This is an optimization exercise on Yosys and OpenROAD, whose aim is a short achievable clock period and few clock cycles, not a production implementation.
In this exercise RTL edits were held to simulation tests only and were not proved equivalent to the original.
Power figures rest on the tool's default switching activity, not on a simulated workload.

$ cat flow/run.sh
#!/bin/bash
# synth_recipe.tcl (not shown) runs the flow's synth.tcl, then flattens the netlist and writes it again
# the make line also repeats each setting of config.mk as NAME=value (left out here)
make -C /OpenROAD-flow-scripts/flow DESIGN_CONFIG=/design/flow/config.mk WORK_HOME=/design/flow/orfs CLKGATE_MAP_FILE= SYNTH_SCRIPT=/design/flow/synth_recipe.tcl finish
$ cat flow/config.mk
export PLATFORM = sky130hd
export DESIGN_NAME = sxp
export DESIGN_NICKNAME = sxp
export VERILOG_FILES = /design/flow/design.v
export SDC_FILE = /design/flow/constraint.sdc
export NUM_CORES = 4
export LEC_CHECK = 0
export CAP_MARGIN = 20
export CORE_MARGIN = 2
export CORE_UTILIZATION = 40
export SLEW_MARGIN = 20
$ cat flow/constraint.sdc
create_clock -name core_clock -period 7.0 [get_ports {clk}]
set_input_delay 1.4000 -clock core_clock [delete_from_list [all_inputs] [get_ports {clk}]]
set_output_delay 1.4000 -clock core_clock [all_outputs]
set_load 0.01 [all_outputs]
$ cat flow/design.v
`default_nettype none
package sxp_pkg;
  typedef logic [32-1:0] data_t;      
  typedef logic [32-1:0] inst_t;      
  typedef logic [4-1:0]   rf_addr_t;   
  typedef logic [16-1:0]  imm_t;       
  typedef logic [3:0]             cvnz_t;      
  typedef enum logic [1:0] {
    DEST_REG   = 2'b00,
    DEST_JUMP  = 2'b01,
    DEST_STORE = 2'b10,
    DEST_NONE  = 2'b11    
  } dest_cfg_e;
  typedef enum logic [2:0] {
    SRC_RR = 3'b000,   
    SRC_RI = 3'b001,   
    SRC_PR = 3'b010,   
    SRC_PI = 3'b011    
  } src_cfg_e;
  typedef enum logic [2:0] {
    ALU_ADD, ALU_SUB, ALU_AND, ALU_OR, ALU_XOR, ALU_SHL, ALU_SHR, ALU_PASSB
  } alu_op_e;
  typedef enum logic [3:0] {
    WB_RESULT = 4'b0000,
    WB_Z      = 4'b0100,
    WB_N      = 4'b0101,
    WB_V      = 4'b0110,
    WB_C      = 4'b0111
  } wb_cfg_e;
endpackage
`default_nettype wire
`default_nettype none
import sxp_pkg::*;
module sxp_alu
(
  input  wire sxp_pkg::alu_op_e op,
  input  wire sxp_pkg::data_t   a,
  input  wire sxp_pkg::data_t   b,
  output sxp_pkg::data_t        y,
  output sxp_pkg::cvnz_t        cvnz    
);
  localparam int MSB = 32 - 1;
  logic [32:0] sum;    
  logic [32:0] diff;   
  logic v_add;
  logic v_sub;
  logic c;
  logic v;
  assign sum   = {1'b0, a} + {1'b0, b};
  assign diff  = {1'b0, a} - {1'b0, b};
  assign v_add = (a[MSB] == b[MSB]) & (sum[MSB] != a[MSB]);   
  assign v_sub = (a[MSB] != b[MSB]) & (diff[MSB] != a[MSB]);
  always_comb
  begin
    c = 1'b0;
    v = 1'b0;
    case (op)
      ALU_ADD:
      begin
        y = sum[MSB:0];
        c = sum[32];
        v = v_add;
      end
      ALU_SUB:
      begin
        y = diff[MSB:0];
        c = ~diff[32];   
        v = v_sub;
      end
      ALU_AND: y = a & b;
      ALU_OR:  y = a | b;
      ALU_XOR: y = a ^ b;
      ALU_SHL: y = a << b[4:0];
      ALU_SHR: y = a >> b[4:0];   
      default: y = b;             
    endcase
  end
  assign cvnz = {c, v, y[MSB], (y == '0)};
endmodule
`default_nettype wire
`default_nettype none
import sxp_pkg::*;
module sxp_regf
(
  input  wire                  clk,
  input  wire                  reset_b,
  input  wire sxp_pkg::rf_addr_t addra,
  input  wire sxp_pkg::rf_addr_t addrb,
  input  wire sxp_pkg::rf_addr_t addrc,   
  input  wire                  a_en,
  input  wire                  b_en,
  input  wire                  wec,
  input  wire sxp_pkg::data_t  dc,
  output sxp_pkg::data_t       qra,       
  output sxp_pkg::data_t       qrb        
);
  sxp_pkg::data_t regs [0:16-1];
  always_ff @(posedge clk or negedge reset_b)
  begin
    if (!reset_b)
    begin
      for (int i = 0; i < 16; i++)
        regs[i] <= '0;
    end
    else if (wec)
      regs[addrc] <= dc;
  end
  always_ff @(posedge clk or negedge reset_b)
  begin
    if (!reset_b)
    begin
      qra <= '0;
      qrb <= '0;
    end
    else
    begin
      if (a_en)
        qra <= (wec && addrc == addra) ? dc : regs[addra];
      if (b_en)
        qrb <= (wec && addrc == addrb) ? dc : regs[addrb];
    end
  end
endmodule
`default_nettype wire
`default_nettype none
module sxp_regf_status
(
  input  wire                    clk,
  input  wire                    reset_b,
  input  wire                    dest_en,          
  input  wire sxp_pkg::rf_addr_t dest_addr,
  input  wire sxp_pkg::rf_addr_t addra,
  input  wire sxp_pkg::rf_addr_t addrb,
  input  wire sxp_pkg::rf_addr_t addrc,            
  input  wire                    a_en,
  input  wire                    b_en,
  input  wire                    wec,              
  input  wire                    flush_pipeline,   
  output logic                   stall             
);
  logic [16-1:0] pending;   
  logic [16-1:0] clr_mask;
  logic [16-1:0] set_mask;
  logic [16-1:0] busy;      
  assign clr_mask = {{(16-1){1'b0}}, wec} << addrc;
  assign busy     = pending & ~clr_mask;   
  assign stall = (a_en & busy[addra]) |
                 (b_en & busy[addrb]) |
                 (dest_en & busy[dest_addr]);
  assign set_mask = {{(16-1){1'b0}}, dest_en & ~stall} << dest_addr;
  always_ff @(posedge clk or negedge reset_b)
  begin
    if (!reset_b)
      pending <= '0;
    else if (flush_pipeline)
      pending <= '0;                   
    else
      pending <= busy | set_mask;      
  end
endmodule
`default_nettype wire
`default_nettype none
import sxp_pkg::*;
module sxp_fetch
(
  input  wire                      clk,
  input  wire                      reset_b,
  input  wire                      stall,       
  input  wire                      set_pc,      
  input  wire sxp_pkg::data_t      pc_init,     
  input  wire sxp_pkg::inst_t      mem_inst,    
  output sxp_pkg::data_t           mem_pc,
  output sxp_pkg::data_t           pcn,         
  output logic                     inst_vld,
  output sxp_pkg::dest_cfg_e       dest_cfg,
  output sxp_pkg::src_cfg_e        src_cfg,
  output sxp_pkg::alu_op_e         alu_op,
  output sxp_pkg::wb_cfg_e         wb_cfg,
  output sxp_pkg::rf_addr_t        dest_addr,
  output sxp_pkg::rf_addr_t        addra,
  output sxp_pkg::rf_addr_t        addrb,
  output sxp_pkg::imm_t            imm,
  output logic                     cond_jump,
  output logic                     jz,
  output logic                     a_en,        
  output logic                     b_en,
  output logic                     dest_en      
);
  sxp_pkg::data_t pc;         
  sxp_pkg::inst_t inst;       
  sxp_pkg::inst_t inst_r;     
  logic  held;       
  logic  redir_1;    
  logic  redir_2;    
  always_ff @(posedge clk or negedge reset_b)
  begin
    if (!reset_b)
    begin
      pc      <= '0;
      held    <= 1'b0;
      redir_1 <= 1'b1;
      redir_2 <= 1'b1;
    end
    else
    begin
      redir_1 <= set_pc;
      redir_2 <= redir_1;
      held    <= stall & ~set_pc;
      if (set_pc)
        pc <= pc_init;
      else if (!stall && !redir_1)   
        pc <= pc + sxp_pkg::data_t'(1);
    end
  end
  always_ff @(posedge clk)
  begin
    if (stall)
      inst_r <= inst;
  end
  assign inst     = held ? inst_r : mem_inst;
  assign inst_vld = ~redir_1 & ~redir_2;
  assign mem_pc   = pc;
  assign pcn      = pc;   
  assign dest_cfg  = sxp_pkg::dest_cfg_e'(inst[31:30]);
  assign src_cfg   = sxp_pkg::src_cfg_e'(inst[29:27]);
  assign alu_op    = sxp_pkg::alu_op_e'(inst[26:24]);
  assign wb_cfg    = sxp_pkg::wb_cfg_e'(inst[23:20]);
  assign dest_addr = inst[19:16];
  assign addra     = (src_cfg == SRC_RI) ? dest_addr : inst[15:12];
  assign addrb     = inst[11:8];
  assign imm       = inst[15:0];
  assign jz        = inst[1];
  assign cond_jump = inst[0] & b_en;   
  always_comb
  begin
    a_en = 1'b0;
    b_en = 1'b0;
    if (inst_vld)
    begin
      case (src_cfg)
        SRC_RR:  {a_en, b_en} = 2'b11;
        SRC_RI:  a_en = 1'b1;
        SRC_PR:  b_en = 1'b1;
        default: {a_en, b_en} = 2'b00;   
      endcase
    end
  end
  assign dest_en = inst_vld & (dest_cfg == DEST_REG) & ~src_cfg[2];
endmodule
`default_nettype wire
`default_nettype none
import sxp_pkg::*;
module sxp_execute
(
  input  wire                     clk,
  input  wire                     reset_b,
  input  wire                     stall,        
  input  wire                     inst_vld,
  input  wire sxp_pkg::dest_cfg_e dest_cfg,
  input  wire sxp_pkg::src_cfg_e  src_cfg,
  input  wire sxp_pkg::alu_op_e   alu_op,
  input  wire sxp_pkg::wb_cfg_e   wb_cfg,
  input  wire sxp_pkg::rf_addr_t  dest_addr,
  input  wire sxp_pkg::imm_t      imm,
  input  wire sxp_pkg::data_t     pcn,
  input  wire                     cond_jump,
  input  wire                     jz,
  input  wire sxp_pkg::data_t     qra,          
  input  wire sxp_pkg::data_t     qrb,
  input  wire sxp_pkg::data_t     y,            
  input  wire sxp_pkg::cvnz_t     cvnz,
  output sxp_pkg::alu_op_e        alu_op_3,
  output sxp_pkg::data_t          a_3,
  output sxp_pkg::data_t          b_3,
  output logic                    wec,
  output sxp_pkg::rf_addr_t       addrc,
  output sxp_pkg::data_t          wb_data,
  output logic                    set_pc,
  output logic                    flush_pipeline,
  output logic                    spw_we,
  output sxp_pkg::data_t          spw_addr,
  output sxp_pkg::data_t          spw_data
);
  logic      vld_2;
  sxp_pkg::dest_cfg_e dest_cfg_2;
  sxp_pkg::src_cfg_e  src_cfg_2;
  sxp_pkg::alu_op_e   alu_op_2;
  sxp_pkg::wb_cfg_e   wb_cfg_2;
  sxp_pkg::rf_addr_t  dest_addr_2;
  sxp_pkg::imm_t      imm_2;
  sxp_pkg::data_t     pcn_2;
  logic      cond_jump_2;
  logic      jz_2;
  sxp_pkg::data_t     a_2;
  sxp_pkg::data_t     b_2;
  logic      vld_3;
  sxp_pkg::dest_cfg_e dest_cfg_3;
  sxp_pkg::wb_cfg_e   wb_cfg_3;
  sxp_pkg::rf_addr_t  dest_addr_3;
  sxp_pkg::data_t     pcn_3;
  logic      cond_jump_3;
  logic      jz_3;
  logic      vld_4;
  sxp_pkg::dest_cfg_e dest_cfg_4;
  sxp_pkg::wb_cfg_e   wb_cfg_4;
  sxp_pkg::data_t     pcn_4;
  logic      cond_jump_4;
  logic      jz_4;
  sxp_pkg::data_t     y_4;
  sxp_pkg::data_t     b_4;
  sxp_pkg::cvnz_t     cvnz_4;
  logic      take;       
  always_ff @(posedge clk or negedge reset_b)
  begin
    if (!reset_b)
    begin
      vld_2 <= 1'b0;
      vld_3 <= 1'b0;
      vld_4 <= 1'b0;
    end
    else if (flush_pipeline)
    begin
      vld_2 <= 1'b0;
      vld_3 <= 1'b0;
      vld_4 <= 1'b0;
    end
    else
    begin
      vld_2 <= inst_vld & ~stall;
      vld_3 <= vld_2 & ~src_cfg_2[2];   
      vld_4 <= vld_3;
    end
  end
  always_ff @(posedge clk)
  begin
    if (inst_vld && !stall)
    begin
      dest_cfg_2  <= dest_cfg;
      src_cfg_2   <= src_cfg;
      alu_op_2    <= alu_op;
      wb_cfg_2    <= wb_cfg;
      dest_addr_2 <= dest_addr;
      imm_2       <= imm;
      pcn_2       <= pcn;
      cond_jump_2 <= cond_jump;
      jz_2        <= jz;
    end
    if (vld_2)
    begin
      a_3         <= a_2;
      b_3         <= b_2;
      alu_op_3    <= alu_op_2;
      dest_cfg_3  <= dest_cfg_2;
      wb_cfg_3    <= wb_cfg_2;
      dest_addr_3 <= dest_addr_2;
      pcn_3       <= pcn_2;
      cond_jump_3 <= cond_jump_2;
      jz_3        <= jz_2;
    end
    if (vld_3)
    begin
      y_4         <= y;
      cvnz_4      <= cvnz;
      b_4         <= b_3;
      dest_cfg_4  <= dest_cfg_3;
      wb_cfg_4    <= wb_cfg_3;
      addrc       <= dest_addr_3;
      pcn_4       <= pcn_3;
      cond_jump_4 <= cond_jump_3;
      jz_4        <= jz_3;
    end
  end
  always_comb
  begin
    case (src_cfg_2)
      SRC_RR:  {a_2, b_2} = {qra, qrb};
      SRC_RI:  {a_2, b_2} = {qra, sxp_pkg::data_t'(imm_2)};
      SRC_PR:  {a_2, b_2} = {pcn_2, qrb};
      SRC_PI:  {a_2, b_2} = {pcn_2, sxp_pkg::data_t'(imm_2)};
      default: {a_2, b_2} = '0;   
    endcase
  end
  always_comb
  begin
    case (wb_cfg_4)
      WB_Z:    wb_data = sxp_pkg::data_t'(cvnz_4[0]);
      WB_N:    wb_data = sxp_pkg::data_t'(cvnz_4[1]);
      WB_V:    wb_data = sxp_pkg::data_t'(cvnz_4[2]);
      WB_C:    wb_data = sxp_pkg::data_t'(cvnz_4[3]);
      default: wb_data = y_4;   
    endcase
  end
  always_comb
  begin
    wec    = 1'b0;
    spw_we = 1'b0;
    take   = 1'b0;
    if (vld_4)
    begin
      case (dest_cfg_4)
        DEST_REG:   wec = 1'b1;
        DEST_JUMP:  take = cond_jump_4 ? (b_4[0] ^ jz_4) : 1'b1;
        DEST_STORE: spw_we = 1'b1;
        default:    take = 1'b0;   
      endcase
    end
  end
  assign set_pc         = take & (wb_data != pcn_4);   
  assign flush_pipeline = set_pc;
  assign spw_addr       = b_4;
  assign spw_data       = wb_data;
endmodule
`default_nettype wire
`default_nettype none
import sxp_pkg::*;
module sxp
(
  input  wire                 clk,
  input  wire                 reset_b,
  input  wire sxp_pkg::inst_t mem_inst,   
  output sxp_pkg::data_t      mem_pc,     
  output logic                spw_we,     
  output sxp_pkg::data_t      spw_addr,
  output sxp_pkg::data_t      spw_data
);
  logic      inst_vld;
  sxp_pkg::dest_cfg_e dest_cfg;
  sxp_pkg::src_cfg_e  src_cfg;
  sxp_pkg::alu_op_e   alu_op;
  sxp_pkg::wb_cfg_e   wb_cfg;
  sxp_pkg::rf_addr_t  dest_addr;
  sxp_pkg::rf_addr_t  addra;
  sxp_pkg::rf_addr_t  addrb;
  sxp_pkg::imm_t      imm;
  sxp_pkg::data_t     pcn;
  logic      cond_jump;
  logic      jz;
  logic      a_en;
  logic      b_en;
  logic      dest_en;
  logic      stall;
  sxp_pkg::data_t     qra;
  sxp_pkg::data_t     qrb;
  logic      wec;
  sxp_pkg::rf_addr_t  addrc;
  sxp_pkg::data_t     wb_data;
  sxp_pkg::alu_op_e   alu_op_3;
  sxp_pkg::data_t     a_3;
  sxp_pkg::data_t     b_3;
  sxp_pkg::data_t     y;
  sxp_pkg::cvnz_t     cvnz;
  logic      set_pc;
  logic      flush_pipeline;
  sxp_fetch i_fetch (
    .clk(clk), .reset_b(reset_b), .stall(stall), .set_pc(set_pc),
    .pc_init(wb_data), .mem_inst(mem_inst), .mem_pc(mem_pc), .pcn(pcn),
    .inst_vld(inst_vld), .dest_cfg(dest_cfg), .src_cfg(src_cfg), .alu_op(alu_op),
    .wb_cfg(wb_cfg), .dest_addr(dest_addr), .addra(addra), .addrb(addrb), .imm(imm),
    .cond_jump(cond_jump), .jz(jz), .a_en(a_en), .b_en(b_en), .dest_en(dest_en)
  );
  sxp_regf i_regf (
    .clk(clk), .reset_b(reset_b), .addra(addra), .addrb(addrb), .addrc(addrc),
    .a_en(a_en), .b_en(b_en), .wec(wec), .dc(wb_data), .qra(qra), .qrb(qrb)
  );
  sxp_regf_status i_regf_status (
    .clk(clk), .reset_b(reset_b), .dest_en(dest_en), .dest_addr(dest_addr),
    .addra(addra), .addrb(addrb), .addrc(addrc), .a_en(a_en), .b_en(b_en),
    .wec(wec), .flush_pipeline(flush_pipeline), .stall(stall)
  );
  sxp_alu i_alu (
    .op(alu_op_3), .a(a_3), .b(b_3), .y(y), .cvnz(cvnz)
  );
  sxp_execute i_execute (
    .clk(clk), .reset_b(reset_b), .stall(stall), .inst_vld(inst_vld),
    .dest_cfg(dest_cfg), .src_cfg(src_cfg), .alu_op(alu_op), .wb_cfg(wb_cfg),
    .dest_addr(dest_addr), .imm(imm), .pcn(pcn), .cond_jump(cond_jump), .jz(jz),
    .qra(qra), .qrb(qrb), .y(y), .cvnz(cvnz), .alu_op_3(alu_op_3), .a_3(a_3),
    .b_3(b_3), .wec(wec), .addrc(addrc), .wb_data(wb_data), .set_pc(set_pc),
    .flush_pipeline(flush_pipeline), .spw_we(spw_we), .spw_addr(spw_addr),
    .spw_data(spw_data)
  );
endmodule
`default_nettype wire
==> impl_metrics.env <==
export IMPL_outcome="finished clean"
export IMPL_hold_viol=0
export IMPL_cp_num_buf_inv=2
export IMPL_die_y_um=361.2
export IMPL_synth_ff_type="dfrtp_1"
export IMPL_required_ns=7.52
export IMPL_cpPeakStageDelay_ns=0.61
export IMPL_skew_ns=0.03877
export IMPL_wirelength_um=209400
export IMPL_cts_setup_buffers=0
export IMPL_fin_crit_sh_pct=81.31
export IMPL_grt_max_degree=154
export IMPL_dr_pass1_iters=9
export IMPL_yosysMostFrequentCell="nand2_1"
export IMPL_grt_pass1_vias=43070
export IMPL_drive_gt1_share_pct=9.616
export IMPL_clk_pin_slew_ns=0.07
export IMPL_hp_class="flop to flop"
export IMPL_yosys_area_share_simple_pct=13.41
export IMPL_crit_fanout=45
export IMPL_async_reset_ff_share_pct=66.39
export IMPL_ys_types=103
export IMPL_post_synth_top_area_fraction_pct=30.79
export IMPL_fp_row_count=131
export IMPL_clock_fmax_ghz=0.1757
export IMPL_synthAdderAreaFrac_pct=2.701
export IMPL_synth_avg_cell_area_um2=9.637
export IMPL_synthesis_instances=5297
export IMPL_ys_top_cells_by_area="dfrtp_1, edfxtp_1, o21ai_0"
export IMPL_cts_root_buf="clkbuf_16"
export IMPL_coreArea_um2=127000
export IMPL_clock_sinks=949
export IMPL_path_class="flop to flop"
export IMPL_tightestPinTransition_ns=1.177
export IMPL_slew_headroom_pct=21.38
export IMPL_io_pin_count=131
export IMPL_startpoint_type="flop"
export IMPL_worstPathArrival_ns=6.22
export IMPL_multi_input_area_um2=23860
export IMPL_cts_tree="yes"
export IMPL_wl_per_cell_um=29.92
export IMPL_register_area_um2=25360
export IMPL_start_util_pct=40.19
export IMPL_ys_ff_latch=949
export IMPL_top_register="i_regf.regs"
export IMPL_setup_viol=0
export IMPL_place_gp_congestion=1.053
export IMPL_path_cells="buf_4 > buf_4 > mux2_4 > mux2i_2 > mux2_2 > o22ai_1 > or3b_1 > o32a_1 > nor4_1 > nand4_1 > or4_1 > or4_1 > nor4_2"
export IMPL_yosysSeqAreaShare_pct=49.65
export IMPL_slew_violations=0
export IMPL_antenna_found_initial=9
export IMPL_nets=5390
export IMPL_leakage_nw=23.00
export IMPL_peakVddDrop_uv=259.1
export IMPL_cpMaxStageDelayCell="buf_4"
export IMPL_rsz0062_at_grt="no"
export IMPL_synth_edff_count=319
export IMPL_endpoint_kind="flop"
export IMPL_ys_top_cells_by_count="nand2_1, o21ai_0, dfrtp_1"
export IMPL_n_fill_cell=12060
export IMPL_vias_per_cell=6.449
export IMPL_final_area_um2=57830
export IMPL_grt_usage_pct=31.43
export IMPL_placed_cell_area_um2=54350
export IMPL_port_buffers=130
export IMPL_cap_violations=0
export IMPL_ys_warn_count=6
export IMPL_powerDensity_nw_per_um2=547.2
export IMPL_synth_top_family_by_area="compound AO/OA/AOI/OAI gates"
export IMPL_fin_crit_ns=5.692
export IMPL_overflow=0
export IMPL_syn_nets=5440
export IMPL_muxShareOfSynthArea_pct=5.927
export IMPL_first_iter_violations=6430
export IMPL_synth_compound_area_share_pct=22.40
export IMPL_clk_path_buf_depth=3
export IMPL_cts_resized=0
export IMPL_clk_latency_ns=0.72
export IMPL_holdWs_ns=0.4051
export IMPL_drc=0
export IMPL_die_x_um=361.2
export IMPL_synth_xor_area_share_pct=1.390
export IMPL_yosys_area_top_type="dfrtp_1"
export IMPL_hpwlAfterDp_um=137600
export IMPL_htree_levels=3
export IMPL_cts_buffers_inserted=101
export IMPL_largest_reg_flops=512
export IMPL_vias=45130
export IMPL_die_area_um2=130500
export IMPL_grt_pass1_wl_um=303400
export IMPL_cpLargestDelayFamily="simple AND/OR/NAND/NOR gates"
export IMPL_synth_area_um2=51050
export IMPL_postCtsHoldBufs=0
export IMPL_antenna_left=0
export IMPL_area_growth_pct=13.29
-- cells in the final DEF (no fill, tap or decap), types with 34 or more instances in the layout --
| master | synthesis | layout |
|---|---|---|
| a211oi_1 | 34 | 34 |
| a21oi_1 | 258 | 258 |
| a221oi_1 | 74 | 74 |
| a22o_1 | 61 | 61 |
| a22oi_1 | 348 | 348 |
| buf_4 | 4 | 120 |
| clkbuf_16 | 0 | 102 |
| clkdlybuf4s50_1 | 0 | 129 |
| dfrtp_1 | 628 | 625 |
| edfxtp_1 | 319 | 319 |
| ha_1 | 107 | 107 |
| inv_1 | 155 | 155 |
| mux2_2 | 46 | 46 |
| mux2i_1 | 128 | 125 |
| mux4_2 | 51 | 51 |
| nand2_1 | 831 | 831 |
| nand3_1 | 111 | 93 |
| nand4_1 | 88 | 88 |
| nor2_1 | 255 | 221 |
| nor3_1 | 68 | 64 |
| o21ai_0 | 714 | 714 |
| o22ai_1 | 77 | 77 |
| xnor2_1 | 72 | 72 |
-- report_power, final --
group / total (mW) / internal (mW) / switching (mW)
logic: 14.7 / 4.79 / 9.87
registers: 11.5 / 8.89 / 2.64
clock network: 5.45 / 3.06 / 2.40
total: 31.6 / 16.7 / 14.9
-- layout make-up --
type                    instances  share of cell area, %
flip-flops and latches        949                  43.84
multi-input cells            3768                  41.26
clock buffers                 136                  4.894
repair buffers                266                  4.383
well taps                    1662                  3.596
inverters                     161                  1.047
clock inverters                55                 0.9714
diodes                          1               0.004327
-- path summary, 6_finish.rpt --
kind                                        endpoint  cells past startpoint  slack, ns                from
setup / recovery                 i_execute.cvnz_4[0]                     13       1.31    i_execute.b_3[0]
setup reg to reg                 i_execute.cvnz_4[0]                     13       1.31    i_execute.b_3[0]
min in group asynchronous        i_regf.regs[10][23]                      1       0.69             reset_b
hold / removal                    i_execute.pcn_4[1]                      0       0.41  i_execute.pcn_3[1]
hold reg to reg                   i_execute.pcn_4[1]                      0       0.41  i_execute.pcn_3[1]
max in group asynchronous  i_regf_status.pending[14]                      2       4.86             reset_b
-- layer usage --
layer	GRT usage, %	vias to the layer above	wire length [um]	part of all wire [%]
li1	-	19440	-	-
met1	41.14	21960	81460	39
met2	47.46	2951	91260	44
met3	8.842	770	24160	12
met4	16.23	6	12480	6.0
met5	0	-	44	0.021
-- kinds of logic (layout without fill, tap and decap cells) --
| group | after synthesis | after routing |
|---|---|---|
| compound gates | 1806 | 1806 |
| simple gates | 1543 | 1543 |
| flops | 949 | 949 |
| buf+inv | 580 | 618 |
| mux | 229 | 229 |
| fa+ha+maj | 109 | 109 |
| xor+xnor | 81 | 81 |
| other cells | 0 | 1 |
-- worst reg2reg max path, delay by kind of cell (launching register included) --
kind / cells / cell delay (ns)
AO/OA/AOI/OAI: 2 / 0.50
buffers and inverters: 2 / 1.06
flip-flops: 1 / 0.41
multiplexers: 3 / 1.17
AND/OR/NAND/NOR: 6 / 2.36
-- per-stage QoR --
| stage | TNS, ns | instances | worst slack (ns) | power [mW] | util (%) |
|---|---|---|---|---|---|
| 6_report | 0 | 6998 | 1.308 | 31.64 | 45.53 |
| 5_1_grt | 0 | 6997 | 1.140 | 33.11 | 45.52 |
| 4_1_cts | 0 | 6994 | 1.370 | 31.14 | 45.46 |
| 3_5_place_dp | 0 | 6803 | 1.056 | 25.62 | 42.79 |
| 3_3_place_gp | 0 | 6803 | 1.103 | 25.50 | 42.78 |
| 2_1_floorplan | -132.91 | 5297 | -2.015 | 19.35 | - |
Testbench counts, summed over its fixed seeds: cycles 45,827.

## what the ideal ports hide
How much do the figures lean on ideal ports? The routed layout below was timed once more, with nothing changed but the port constraints. Step 1: set_driving_cell puts a clkbuf_16 on clk and a buf_2 on each other input, an assumption about the parent block. Step 2 also shifts input and output timing later by t, the mid clock arrival at the registers, as if the neighbouring blocks saw the same clock. a / b / c = no drivers / after step 1 / after step 2; a / b = the first two.
shift t [ns]: 0.784
setup slack, ns: 1.308 / 1.308 / 0.922
hold WS [ns]: 0.405 / 0.405 / 0.405
worst setup path after step 2: input to register
After both steps setup and hold are still met in this run. For this run, drivers alone change the setup slack by 0.000 ns; drivers and shift together by -0.386 ns.
